This design comes from an exercise in tuning for small area, a short achievable clock period and few clock cycles per item on the open sky130 flow, not from production work. The RTL was checked by simulation tests, not by an equivalence proof against the original design. No activity file was given, so power comes from the tool's default toggle rates.

==> run a: inputs <==
==> flow/design.v <==
`default_nettype none
module admin_fifo #(
    parameter int WIDTH   = 8,
    parameter int DEPTH   = 8,
    parameter int DEC_LSB = 0,
    parameter int DEC_W   = 1
) (
    input  wire logic                  clk,
    input  wire logic                  rst_n,
    input  wire logic                  push,
    input  wire logic [WIDTH-1:0]      wr_data,
    input  wire logic                  pop,
    output logic      [WIDTH-1:0]      head,
    output logic                       head_valid,
    output logic      [2**DEC_W-1:0]   head_dec,
    output logic                       can_push
);
    localparam int R  = DEPTH - 1;
    localparam int CW = $clog2(R + 1);
    logic [WIDTH-1:0] mem [R];
    logic [R-1:0]     wr_oh;
    logic [R-1:0]     rd_oh;
    logic [CW-1:0]    rcnt;
    logic [CW-1:0]    rcnt_nx;
    logic             nfull;
    logic             rnempty;
    logic             h_load;
    logic             from_ram;
    logic             ram_wr;
    logic             hv_nx;
    logic [WIDTH-1:0] ram_out;
    logic [WIDTH-1:0] h_in;
    assign h_load   = !head_valid || pop;
    assign from_ram = h_load && rnempty;
    assign ram_wr   = push;
    assign hv_nx    = h_load ? rnempty : 1'b1;
    always_comb begin
        rcnt_nx = rcnt;
        if (ram_wr && !from_ram) rcnt_nx = rcnt + 1'b1;
        if (!ram_wr && from_ram) rcnt_nx = rcnt - 1'b1;
    end
    always_ff @(posedge clk) begin
        if (!rst_n) begin
            wr_oh      <= R'(1);
            rd_oh      <= R'(1);
            rcnt       <= '0;
            nfull      <= 1'b1;
            rnempty    <= 1'b0;
            head_valid <= 1'b0;
            head_dec   <= '0;
        end else begin
            if (ram_wr)   wr_oh <= {wr_oh[R-2:0], wr_oh[R-1]};
            if (from_ram) rd_oh <= {rd_oh[R-2:0], rd_oh[R-1]};
            rcnt       <= rcnt_nx;
            nfull      <= (rcnt_nx != CW'(R));
            rnempty    <= (rcnt_nx != '0);
            head_valid <= hv_nx;
            if (h_load) begin
                head_dec <= '0;
                if (rnempty) head_dec[h_in[DEC_LSB +: DEC_W]] <= 1'b1;
            end
        end
    end
    for (genvar e = 0; e < R; e++) begin : g_ent
        always_ff @(posedge clk) begin
            if (nfull && wr_oh[e]) mem[e] <= wr_data;
        end
    end
    always_comb begin
        ram_out = '0;
        for (int e = 0; e < R; e++) begin
            ram_out = ram_out | (mem[e] & {WIDTH{rd_oh[e]}});
        end
    end
    assign h_in = ram_out;
    always_ff @(posedge clk) begin
        if (h_load) head <= h_in;
    end
    assign can_push = nfull;
endmodule
module admin_chain #(
    parameter int WIDTH   = 8,
    parameter int DEPTH   = 8,
    parameter int INJ     = DEPTH / 2,
    parameter int DEC_LSB = 0,
    parameter int DEC_W   = 1
) (
    input  wire logic                  clk,
    input  wire logic                  rst_n,
    input  wire logic                  push,
    input  wire logic [WIDTH-1:0]      wr_data,
    input  wire logic                  pop,
    output logic      [WIDTH-1:0]      head,
    output logic                       head_valid,
    output logic      [2**DEC_W-1:0]   head_dec,
    output logic                       can_push
);
    logic [WIDTH-1:0] st [DEPTH];
    logic [DEPTH-1:0] vld;
    logic [DEPTH-1:0] vld_nx;
    logic [DEPTH-1:0] full_from;    
    logic [DEPTH-1:0] en;           
    logic             low_empty;    
    logic             inj;          
    always_comb begin
        full_from[DEPTH-1] = vld[DEPTH-1];
        for (int k = DEPTH-2; k >= 0; k--) full_from[k] = vld[k] && full_from[k+1];
        for (int k = 0; k < DEPTH; k++) en[k] = !full_from[k] || pop;
        low_empty = (vld[INJ-1:0] == '0);
        inj       = low_empty && en[INJ];
        vld_nx[0] = en[0] ? (push && !inj) : vld[0];
        for (int k = 1; k < DEPTH; k++) begin
            if (k == INJ && inj) vld_nx[k] = push;
            else if (en[k])      vld_nx[k] = vld[k-1];
            else                 vld_nx[k] = vld[k];
        end
    end
    always_ff @(posedge clk) begin
        if (!rst_n) begin
            vld      <= '0;
            can_push <= 1'b1;
            head_dec <= '0;
        end else begin
            vld      <= vld_nx;
            can_push <= !(&vld_nx);
            if (en[DEPTH-1]) begin
                head_dec <= '0;
                if (vld[DEPTH-2]) head_dec[st[DEPTH-2][DEC_LSB +: DEC_W]] <= 1'b1;
            end
        end
    end
    always_ff @(posedge clk) begin
        if (en[0]) st[0] <= wr_data;
    end
    for (genvar k = 1; k < DEPTH; k++) begin : g_st
        if (k == INJ) begin : g_inj
            always_ff @(posedge clk) begin
                if (en[k]) st[k] <= low_empty ? wr_data : st[k-1];
            end
        end else begin : g_mov
            always_ff @(posedge clk) begin
                if (en[k]) st[k] <= st[k-1];
            end
        end
    end
    assign head       = st[DEPTH-1];
    assign head_valid = vld[DEPTH-1];
endmodule
`default_nettype wire
`default_nettype none
module rq_ingress #(
    parameter int FE_CH = 4,
    parameter int MW    = 63
) (
    input  wire logic [FE_CH*MW-1:0] fe_rq,
    output logic      [FE_CH-1:0]    fe_rq_ready,
    input  wire logic                can_push,
    output logic                     push,
    output logic      [MW-2:0]       wr_data
);
    localparam int FE_IDX = $clog2(FE_CH);
    logic [FE_CH-1:0]  vld;
    logic [FE_CH-1:0]  grant;
    logic [FE_IDX-1:0] sel;
    logic [MW-2:0]     pay;
    always_comb begin
        for (int i = 0; i < FE_CH; i++) vld[i] = fe_rq[i*MW + MW-1];
        grant = vld & ~(vld - 1'b1);
    end
    always_comb begin
        pay = '0;
        sel = '0;
        for (int i = 0; i < FE_CH; i++) begin
            pay = pay | (fe_rq[i*MW +: MW-1] & {(MW-1){grant[i]}});
            sel = sel | (FE_IDX'(i) & {FE_IDX{grant[i]}});
        end
    end
    assign wr_data     = {pay[MW-2:FE_IDX], sel};
    assign push        = can_push && (vld != '0);
    assign fe_rq_ready = grant & {FE_CH{can_push}};
endmodule
`default_nettype wire
`default_nettype none
module rq_egress #(
    parameter int BE_CH = 2,
    parameter int MW    = 63
) (
    input  wire logic                head_valid,
    output logic                     pop,
    input  wire logic [MW-2:0]       head,
    output logic      [BE_CH*MW-1:0] be_rq,
    input  wire logic [BE_CH-1:0]    be_rq_ready
);
    logic [BE_CH-1:0] grant;
    assign grant = be_rq_ready & ~(be_rq_ready - 1'b1);
    assign pop   = head_valid && (be_rq_ready != '0);
    always_comb begin
        for (int b = 0; b < BE_CH; b++) begin
            be_rq[b*MW +: MW] = {head_valid && grant[b], head};
        end
    end
endmodule
`default_nettype wire
`default_nettype none
module cp_ingress #(
    parameter int BE_CH  = 2,
    parameter int MW     = 57,
    parameter int ID_W   = 12,
    parameter int BE_IDX = (BE_CH > 1) ? $clog2(BE_CH) : 1
) (
    input  wire logic [BE_CH*MW-1:0]     be_cp,
    output logic      [BE_CH-1:0]        be_cp_ready,
    input  wire logic                    can_push,
    output logic                         push,
    output logic [MW-1-ID_W+BE_IDX-1:0]  wr_data
);
    localparam int PW = MW - 1 - ID_W;    
    logic [BE_CH-1:0]  vld;
    logic [BE_CH-1:0]  grant;
    logic [BE_IDX-1:0] sel;
    logic [PW-1:0]     pay;
    always_comb begin
        for (int i = 0; i < BE_CH; i++) vld[i] = be_cp[i*MW + MW-1];
        grant = vld & ~(vld - 1'b1);
    end
    always_comb begin
        pay = be_cp[(BE_CH-1)*MW + ID_W +: PW];
        sel = BE_IDX'(BE_CH-1);
        for (int i = BE_CH-2; i >= 0; i--) begin
            if (vld[i]) begin
                pay = be_cp[i*MW + ID_W +: PW];
                sel = BE_IDX'(i);
            end
        end
    end
    assign wr_data     = {pay, sel};
    assign push        = can_push && (vld != '0);
    assign be_cp_ready = grant & {BE_CH{can_push}};
endmodule
`default_nettype wire
`default_nettype none
module cp_egress #(
    parameter int FE_CH  = 4,
    parameter int MW     = 57,
    parameter int ID_W   = 12,
    parameter int BE_IDX = 1
) (
    input  wire logic [FE_CH-1:0]            head_dec,
    output logic                             pop,
    input  wire logic [MW-1-ID_W+BE_IDX-1:0] head,
    output logic      [FE_CH*MW-1:0]         fe_cp,
    input  wire logic [FE_CH-1:0]            fe_cp_ready
);
    logic [FE_CH-1:0] hit;
    assign hit = head_dec & fe_cp_ready;
    assign pop = hit != '0;
    always_comb begin
        for (int h = 0; h < FE_CH; h++) begin
            fe_cp[h*MW +: MW] = {hit[h], head[MW-2+BE_IDX-ID_W:BE_IDX],
                                 ID_W'(head[BE_IDX-1:0])};
        end
    end
endmodule
`default_nettype wire
`default_nettype none
module nvme_admin (
    input  wire logic         clk,
    input  wire logic         rst_n,
    input  wire logic [251:0] fe_rq,
    output logic      [3:0]   fe_rq_ready,
    output logic      [227:0] fe_cp,
    input  wire logic [3:0]   fe_cp_ready,
    output logic      [125:0] be_rq,
    input  wire logic [1:0]   be_rq_ready,
    input  wire logic [113:0] be_cp,
    output logic      [1:0]   be_cp_ready
);
    localparam int FE_CH      = 4;
    localparam int BE_CH      = 2;
    localparam int RQ_W       = 63;
    localparam int CP_W       = 57;
    localparam int ID_W       = 12;
    localparam int FIFO_DEPTH = 8;
    localparam int BE_IDX     = 1;
    localparam int RQ_SW      = RQ_W - 1;
    localparam int CP_SW      = CP_W - 1 - ID_W + BE_IDX;
    logic             rq_push, rq_pop, rq_can_push, rq_head_valid;
    logic [RQ_SW-1:0] rq_wr_data, rq_head;
    logic [1:0]       rq_head_dec;
    logic             cp_push, cp_pop, cp_can_push, cp_head_valid;
    logic [CP_SW-1:0] cp_wr_data, cp_head;
    logic [FE_CH-1:0] cp_head_dec;
    rq_ingress #(
        .FE_CH (FE_CH),
        .MW    (RQ_W)
    ) rq_ingress_inst (
        .fe_rq       (fe_rq),
        .fe_rq_ready (fe_rq_ready),
        .can_push    (rq_can_push),
        .push        (rq_push),
        .wr_data     (rq_wr_data)
    );
    admin_chain #(
        .WIDTH (RQ_SW),
        .DEPTH (FIFO_DEPTH)
    ) rq_fifo_inst (
        .clk        (clk),
        .rst_n      (rst_n),
        .push       (rq_push),
        .wr_data    (rq_wr_data),
        .pop        (rq_pop),
        .head       (rq_head),
        .head_valid (rq_head_valid),
        .head_dec   (rq_head_dec),
        .can_push   (rq_can_push)
    );
    rq_egress #(
        .BE_CH (BE_CH),
        .MW    (RQ_W)
    ) rq_egress_inst (
        .head_valid  (rq_head_valid),
        .pop         (rq_pop),
        .head        (rq_head),
        .be_rq       (be_rq),
        .be_rq_ready (be_rq_ready)
    );
    cp_ingress #(
        .BE_CH  (BE_CH),
        .MW     (CP_W),
        .ID_W   (ID_W),
        .BE_IDX (BE_IDX)
    ) cp_ingress_inst (
        .be_cp       (be_cp),
        .be_cp_ready (be_cp_ready),
        .can_push    (cp_can_push),
        .push        (cp_push),
        .wr_data     (cp_wr_data)
    );
    admin_fifo #(
        .WIDTH   (CP_SW),
        .DEPTH   (FIFO_DEPTH),
        .DEC_LSB (BE_IDX),
        .DEC_W   (2)
    ) cp_fifo_inst (
        .clk        (clk),
        .rst_n      (rst_n),
        .push       (cp_push),
        .wr_data    (cp_wr_data),
        .pop        (cp_pop),
        .head       (cp_head),
        .head_valid (cp_head_valid),
        .head_dec   (cp_head_dec),
        .can_push   (cp_can_push)
    );
    cp_egress #(
        .FE_CH  (FE_CH),
        .MW     (CP_W),
        .ID_W   (ID_W),
        .BE_IDX (BE_IDX)
    ) cp_egress_inst (
        .head_dec    (cp_head_dec),
        .pop         (cp_pop),
        .head        (cp_head),
        .fe_cp       (fe_cp),
        .fe_cp_ready (fe_cp_ready)
    );
endmodule
`default_nettype wire
==> flow/flow/run.sh <==
#!/bin/bash
# Standard layout, with plain buf_1 cells as the port buffers and the
# request handshake pins placed together.
set -euo pipefail
export BUFFER_PORTS_ARGS="-buffer_cell sky130_fd_sc_hd__buf_1"
export IO_CONSTRAINTS="$PWD/flow/io.tcl"
bash standard.sh > standard_make.log 2>&1
==> flow/flow/io.tcl <==
# Keep the request valid bits next to the request ready outputs, which
# depend on them combinationally.
set_io_pin_constraint -pin_names {fe_rq[62] fe_rq[125] fe_rq[188] fe_rq[251] fe_rq_ready[0] fe_rq_ready[1] fe_rq_ready[2] fe_rq_ready[3]} -region left:120-150
==> flow/standard.sh <==
#!/bin/bash
# synth_recipe.tcl (not shown) runs the flow's synth.tcl, then flattens the netlist and writes it again
# the make line also repeats each setting of config.mk as NAME=value (left out here)
make -C /OpenROAD-flow-scripts/flow DESIGN_CONFIG=/design/flow/config.mk WORK_HOME=/design/flow/orfs CLKGATE_MAP_FILE= SYNTH_SCRIPT=/design/flow/synth_recipe.tcl "${@:-finish}"
==> flow/config.mk <==
export PLATFORM = sky130hd
export DESIGN_NAME = nvme_admin
export DESIGN_NICKNAME = nvme_admin
export VERILOG_FILES = /design/flow/design.v
export SDC_FILE = /design/flow/constraint.sdc
export NUM_CORES = 4
export LEC_CHECK = 0
export CAP_MARGIN = 20
export CORE_MARGIN = 2
export CORE_UTILIZATION = 40
export CTS_BUF_LIST = sky130_fd_sc_hd__clkbuf_8
export CTS_CLUSTER_DIAMETER = 55
export CTS_CLUSTER_SIZE = 18
export SETUP_SLACK_MARGIN = 2.4
export SLEW_MARGIN = 20
==> flow/constraint.sdc <==
create_clock -name core_clock -period 5.0 [get_ports {clk}]
set_input_delay 1.0000 -clock core_clock [delete_from_list [all_inputs] [get_ports {clk}]]
set_output_delay 1.0000 -clock core_clock [all_outputs]
set_load 0.01 [all_outputs]
==> run b: changes against run a <==
==> flow/design.v, changed modules only <==
module admin_chain #(
    parameter int WIDTH   = 8,
    parameter int DEPTH   = 8,
    parameter int DEC_LSB = 0,
    parameter int DEC_W   = 1
) (
    input  wire logic                  clk,
    input  wire logic                  rst_n,
    input  wire logic                  push,
    input  wire logic [WIDTH-1:0]      wr_data,
    input  wire logic                  pop,
    output logic      [WIDTH-1:0]      head,
    output logic                       head_valid,
    output logic      [2**DEC_W-1:0]   head_dec,
    output logic                       can_push
);
    logic [WIDTH-1:0] st [DEPTH];
    logic [DEPTH-1:0] vld;
    logic [DEPTH-1:0] vld_nx;
    logic [DEPTH-1:0] full_from;    
    logic [DEPTH-1:0] en;           
    always_comb begin
        full_from[DEPTH-1] = vld[DEPTH-1];
        for (int k = DEPTH-2; k >= 0; k--) full_from[k] = vld[k] && full_from[k+1];
        for (int k = 0; k < DEPTH; k++) en[k] = !full_from[k] || pop;
        for (int k = 0; k < DEPTH; k++) begin
            if (en[k]) vld_nx[k] = (k == 0) ? push : vld[k-1];
            else       vld_nx[k] = vld[k];
        end
    end
    always_ff @(posedge clk) begin
        if (!rst_n) begin
            vld      <= '0;
            can_push <= 1'b1;
            head_dec <= '0;
        end else begin
            vld      <= vld_nx;
            can_push <= !(&vld_nx);
            if (en[DEPTH-1]) begin
                head_dec <= '0;
                if (vld[DEPTH-2]) head_dec[st[DEPTH-2][DEC_LSB +: DEC_W]] <= 1'b1;
            end
        end
    end
    always_ff @(posedge clk) begin
        if (en[0]) st[0] <= wr_data;
    end
    for (genvar k = 1; k < DEPTH; k++) begin : g_st
        always_ff @(posedge clk) begin
            if (en[k]) st[k] <= st[k-1];
        end
    end
    assign head       = st[DEPTH-1];
    assign head_valid = vld[DEPTH-1];
endmodule
==> flow/flow/run.sh (replaced) <==
#!/bin/bash
# Standard layout, with plain buf_1 cells as the port buffers.
set -euo pipefail
export BUFFER_PORTS_ARGS="-buffer_cell sky130_fd_sc_hd__buf_1"
bash standard.sh > standard_make.log 2>&1
- CTS_BUF_LIST: sky130_fd_sc_hd__clkbuf_8 -> sky130_fd_sc_hd__clkbuf_8 sky130_fd_sc_hd__clkbuf_16
- CTS_CLUSTER_DIAMETER: 55 -> 70
- CTS_CLUSTER_SIZE: 18 -> 30
- SETUP_SLACK_MARGIN: 2.4 -> 3.0
removed: flow/flow/io.tcl
==> run c: changes against run a <==
- CORE_UTILIZATION: 40 -> 33
==> run d: changes against run a <==
==> flow/design.v, changed modules only <==
module admin_chain #(
    parameter int WIDTH   = 8,
    parameter int DEPTH   = 8,
    parameter int DEC_LSB = 0,
    parameter int DEC_W   = 1
) (
    input  wire logic                  clk,
    input  wire logic                  rst_n,
    input  wire logic                  push,
    input  wire logic [WIDTH-1:0]      wr_data,
    input  wire logic                  pop,
    output logic      [WIDTH-1:0]      head,
    output logic                       head_valid,
    output logic      [2**DEC_W-1:0]   head_dec,
    output logic                       can_push
);
    logic [WIDTH-1:0] st [DEPTH];
    logic [DEPTH-1:0] vld;
    logic [DEPTH-1:0] vld_nx;
    logic [DEPTH-1:0] full_from;    
    logic [DEPTH-1:0] en;           
    always_comb begin
        full_from[DEPTH-1] = vld[DEPTH-1];
        for (int k = DEPTH-2; k >= 0; k--) full_from[k] = vld[k] && full_from[k+1];
        for (int k = 0; k < DEPTH; k++) en[k] = !full_from[k] || pop;
        for (int k = 0; k < DEPTH; k++) begin
            if (en[k]) vld_nx[k] = (k == 0) ? push : vld[k-1];
            else       vld_nx[k] = vld[k];
        end
    end
    always_ff @(posedge clk) begin
        if (!rst_n) begin
            vld      <= '0;
            can_push <= 1'b1;
            head_dec <= '0;
        end else begin
            vld      <= vld_nx;
            can_push <= !(&vld_nx);
            if (en[DEPTH-1]) begin
                head_dec <= '0;
                if (vld[DEPTH-2]) head_dec[st[DEPTH-2][DEC_LSB +: DEC_W]] <= 1'b1;
            end
        end
    end
    always_ff @(posedge clk) begin
        if (en[0]) st[0] <= wr_data;
    end
    for (genvar k = 1; k < DEPTH; k++) begin : g_st
        always_ff @(posedge clk) begin
            if (en[k]) st[k] <= st[k-1];
        end
    end
    assign head       = st[DEPTH-1];
    assign head_valid = vld[DEPTH-1];
endmodule
==> flow/flow/run.sh (replaced) <==
#!/bin/bash
# Standard layout, with plain buf_1 cells as the port buffers.
set -euo pipefail
export BUFFER_PORTS_ARGS="-buffer_cell sky130_fd_sc_hd__buf_1"
bash standard.sh > standard_make.log 2>&1
- CTS_CLUSTER_DIAMETER: 55 -> 50
- CTS_CLUSTER_SIZE: 18 -> 16
- SETUP_SLACK_MARGIN: 2.4 -> 2.7
removed: flow/flow/io.tcl
==> notes <==
The lowest maximum frequency belongs to run c, the highest to run b. Wire length, lowest first: run d, run b, run a, run c. In area after synthesis, run d and run b do not differ. Flip-flop and latch count is the same in run d and run c. Of run a and run d, run d has the higher clock-buffer cell count (gap 7).
==> figures <==
item                                                                         run c                    run d                    run b                    run a
DRC violation total after the first TritonRoute iteration                     1530                     1435                     1612                     1450
Worst-path cell with the longest stage delay               sky130_fd_sc_hd__and3_1  sky130_fd_sc_hd__and3_1  sky130_fd_sc_hd__nor3_4  sky130_fd_sc_hd__nor3_4
Run status                                                timing/DRC/antenna clean  timing/DRC/antenna clean  timing/DRC/antenna clean  timing/DRC/antenna clean
Minimum setup slack in the final design                                    2360 ps                  2380 ps                  2410 ps                  2400 ps
Summed instance area of the synthesized netlist                          33200 um2                32400 um2                32400 um2                33200 um2
Worst setup slack for register-to-register paths                           2570 ps                  2830 ps                  2900 ps                  2620 ps
Crit path DAT                                                              1640 ps                  1620 ps                  1590 ps                  1600 ps
Vias in the first global route                                               17873                    16464                    16466                    17434
Cell total after placement                                                    3531                     3221                     3212                     3296
Cells after Synth                                                             1829                     1756                     1756                     1829
Leakage                                                                  0.0128 uW                0.0133 uW                0.0136 uW                0.0127 uW
# clk buffers                                                                   77                       83                       47                       76
Testbench counts of run a, summed over its fixed seeds: cycles 2,060, items 3,072.
Testbench counts of run b, summed over its fixed seeds: cycles 2,060, items 3,072.
Testbench counts of run c, summed over its fixed seeds: cycles 2,060, items 3,072.
Testbench counts of run d, summed over its fixed seeds: cycles 2,060, items 3,072.

[what the ideal ports hide]
The results above use ideal ports. As a check the final layouts listed here were re-extracted and re-timed, cells and wires unchanged. Step 1 (the two cells are an assumption about what drives the block):
set clk [get_ports {clk}]
set_driving_cell -lib_cell sky130_fd_sc_hd__clkbuf_16 $clk
set_driving_cell -lib_cell sky130_fd_sc_hd__buf_2 [delete_from_list [all_inputs] $clk]
Step 2 times the ports against the registers' clock, not the clock port: input delays grow and output delays shrink by t, the midpoint of the rising clock arrivals with the driver on. Slacks: ideal / step 1 / step 2; pairs: ideal / step 1.
| run | t (ns) | setup WS [ns] | worst setup path after step 2 | cell pins on the clock port's net |
|---|---|---|---|---|
| run a | 0.722 | 2.401 / 2.305 / 1.800 | input to register | 1 |
| run b | 0.651 | 2.406 / 2.291 / 2.103 | input to register | 1 |
| run c | 0.745 | 2.358 / 2.252 / 1.793 | input to register | 1 |
| run d | 0.720 | 2.382 / 2.280 / 1.960 | input to register | 1 |
After both steps every run listed still meets setup and hold. For run a, which loses most, drivers alone change the setup slack by -0.096 ns; drivers and shift together by -0.601 ns.
